What follows belongs to an exercise in optimizing a design on an open flow for small area, a short achievable clock period and few clock cycles per item; a production flow would make more cautious choices.
Function was checked by simulation only, so behaviour that the tests miss may differ from the original.
Power figures rest on the tool's default switching activity, not on a simulated workload.

## sorted_stream_merge_core
module sorted_stream_merge_core (
  input  logic        clk,
  input  logic        rst,
  input  logic        push_valid,
  output logic        push_ready,
  input  logic [33:0] push_data,
  output logic        merge_valid,
  input  logic        merge_ready,
  output logic [34:0] merge_data
);
  localparam int DEPTH = ssm_pkg::QUEUE_DEPTH;
  localparam int PTR_W = ssm_pkg::PTR_W;
  localparam int CNT_W = ssm_pkg::CNT_W;
  localparam int VW    = ssm_pkg::VALUE_W;
  localparam int NIN   = 3;    
  logic          q_v    [NIN];
  logic          q_list [NIN];
  logic [VW-1:0] q_val  [NIN];
  logic          q_end  [NIN];
  logic          p_valid, p_list, p_end;
  logic [VW-1:0] p_val;
  logic          s_valid, s_list, s_end;
  logic [VW-1:0] s_val;
  assign {p_valid, p_list, p_val, p_end} = {q_v[0], q_list[0], q_val[0], q_end[0]};
  assign {s_valid, s_list, s_val, s_end} = {q_v[1], q_list[1], q_val[1], q_end[1]};
  logic          r_valid;
  logic [34:0]   r_data;
  localparam int NSLOT = DEPTH - 1;
  logic [VW-1:0]    mem [NSLOT];
  logic [VW-1:0]    head;       
  logic [NSLOT-1:0] rn, wr;     
  logic [CNT_W-1:0] cnt;        
  logic [CNT_W-1:0] tot;        
  logic [CNT_W-1:0] owed;       
  logic             owed_src;
  logic             owed_last;
  logic             own;
  logic             end_a, end_b;
  assign push_ready  = !q_v[NIN-1];
  assign merge_valid = r_valid;
  assign merge_data  = r_data;
  function automatic logic [1:0] cmp2(input logic [VW-1:0] x, input logic [VW-1:0] y);
    logic [VW-1:0] lt, gt;
    integer l, i;
    lt = ~x & y;
    gt = x & ~y;
    lt[VW-1] = x[VW-1] & ~y[VW-1];
    gt[VW-1] = ~x[VW-1] & y[VW-1];
    for (l = 0; l < 5; l = l + 1) begin
      for (i = 0; i < VW / 2; i = i + 1) begin
        if (i < ((VW / 2) >> l)) begin
          lt[i] = lt[2*i+1] | (~gt[2*i+1] & lt[2*i]);
          gt[i] = gt[2*i+1] | (~lt[2*i+1] & gt[2*i]);
        end
      end
    end
    cmp2 = {lt[0], ~lt[0] & ~gt[0]};
  endfunction
  logic rfree, have, full, space, busy, end_own, end_p, end_np, head_wins;
  ...
clock: 8.0 ns
lec_check: 0
cap_margin: 20
core_margin: 2
core_utilization: 40
cts_buf_list: sky130_fd_sc_hd__clkbuf_8
cts_cluster_diameter: 60
cts_cluster_size: 20
place_density: 0.6
setup_slack_margin: 5.0
slew_margin: 20
tns_end_percent: 10
run.sh (not shown) runs the stock make flow with config.mk's settings and CLKGATE_MAP_FILE= SYNTH_SCRIPT=/design/flow/synth_recipe.tcl, a recipe that flattens the netlist after the stock synthesis.
Testbench counts at the start, summed over its fixed seeds: cycles 5,128, items 4,231.
Edit:
--- a/flow/config.mk
+++ b/flow/config.mk
@@ -9,5 +9,4 @@
 export CORE_MARGIN = 2
 export CORE_UTILIZATION = 40
-export CTS_BUF_LIST = sky130_fd_sc_hd__clkbuf_8
 export CTS_CLUSTER_DIAMETER = 60
 export CTS_CLUSTER_SIZE = 20
@@ -15,3 +14,3 @@
 export SETUP_SLACK_MARGIN = 5.0
 export SLEW_MARGIN = 20
-export TNS_END_PERCENT = 10
+export TNS_END_PERCENT = 2
Result: Global-route usage shrinks by 0.77 points. Total power grows by about 3.4%. Final cell count shrinks by about 0.8%. Sequential cell count is unchanged. Via count shrinks by about 0.6%.

---

Starting RTL as in the previous note.
clock: 8.0 ns
lec_check: 0
cap_margin: 20
core_margin: 2
core_utilization: 40
cts_cluster_diameter: 60
cts_cluster_size: 20
place_density: 0.6
setup_slack_margin: 4.5
slew_margin: 20
tns_end_percent: 10
Testbench counts at the start, summed over its fixed seeds: cycles 5,128, items 4,231.
Then changed:
SETUP_SLACK_MARGIN = 5.0   (was 4.5)
TNS_END_PERCENT = unset   (was 10)
Effect: Clock power increases by a few percent; clock-buffer cell count does not change; sequential power increases slightly; combinational power increases by well over a third.

---

sorted_stream_merge_core, a different RTL version from the one above (not shown whole).
Size in the first run: roughly 2600 cells after synthesis, roughly 740 flip-flops.
==> flow/config.mk <==
export PLATFORM = sky130hd
export DESIGN_NAME = sorted_stream_merge_core
export DESIGN_NICKNAME = sorted_stream_merge_core
export VERILOG_FILES = /design/flow/design.v
export SDC_FILE = /design/flow/constraint.sdc
export NUM_CORES = 4
export LEC_CHECK = 0
export CAP_MARGIN = 20
export CORE_MARGIN = 2
export CORE_UTILIZATION = 55
export CTS_CLUSTER_DIAMETER = 60
export CTS_CLUSTER_SIZE = 20
export PLACE_DENSITY = 0.7
export SETUP_SLACK_MARGIN = 5.0
export SLEW_MARGIN = 20
export TNS_END_PERCENT = 2
==> flow/constraint.sdc <==
create_clock -name core_clock -period 8.0 [get_ports {clk}]
set_input_delay 1.6000 -clock core_clock [delete_from_list [all_inputs] [get_ports {clk}]]
set_output_delay 1.6000 -clock core_clock [all_outputs]
set_load 0.01 [all_outputs]
Testbench counts at the start, summed over its fixed seeds: cycles 5,128, items 4,231.
==> next run, changes <==
- CORE_UTILIZATION: 55 -> 40
- CTS_BUF_LIST: not set -> sky130_fd_sc_hd__clkbuf_8
- CTS_CLUSTER_DIAMETER: 60 -> 50
- CTS_CLUSTER_SIZE: 20 -> 12
- PLACE_DENSITY: 0.7 -> 0.6
- SETUP_SLACK_MARGIN: 5.0 -> 4.85
After rerunning:
- The changed run finished with timing, DRC and antenna clean
- cell count rose by 9.2%
- worst hold slack improved by 0.0038 ns
- register-to-register slack gets worse by 0.08 ns
- fmax goes down by 2.8%
- worst setup slack is worse by 0.095 ns
- design area hardly moves
- flip-flop and latch count stays the same

==> port drivers added, routing unchanged <==
No port has a modelled driver above. Below, the same layouts with a new extraction and two added sets of constraints. Step 1 assumes that a clkbuf_16 drives the clock port and a buf_2 every other input. Step 2 times the ports against the registers' clock, not the clock port: input delays grow and output delays shrink by t, the midpoint of the rising clock arrivals with the driver on. Slacks: no drivers / after step 1 / after step 2; pairs: no drivers / after step 1.
run | t, ns | slack for setup (ns) | worst hold slack (ns) | worst register clock-pin slew, ns
the first run of note 1 | 0.756 | 4.680 / 4.646 / 3.957 | 0.506 / 0.506 / 0.506 | 0.12 / 0.12
the second run of note 1 | 0.692 | 4.625 / 4.651 / 3.965 | 0.499 / 0.499 / 0.499 | 0.09 / 0.09
the first run of note 2 | 0.689 | 4.396 / 4.396 / 3.825 | 0.498 / 0.498 / 0.498 | 0.09 / 0.09
the second run of note 2 | 0.710 | 4.559 / 4.575 / 3.882 | 0.502 / 0.502 / 0.502 | 0.09 / 0.09
the first run of note 3 | 0.684 | 4.730 / 4.730 / 4.156 | 0.458 / 0.458 / 0.458 | 0.09 / 0.09
the second run of note 3 | 0.760 | 4.635 / 4.573 / 4.178 | 0.462 / 0.462 / 0.462 | 0.10 / 0.10
After both steps every run listed still meets setup and hold. For the first run of note 1, which loses most, drivers alone change the setup slack by -0.034 ns; drivers and shift together by -0.723 ns.
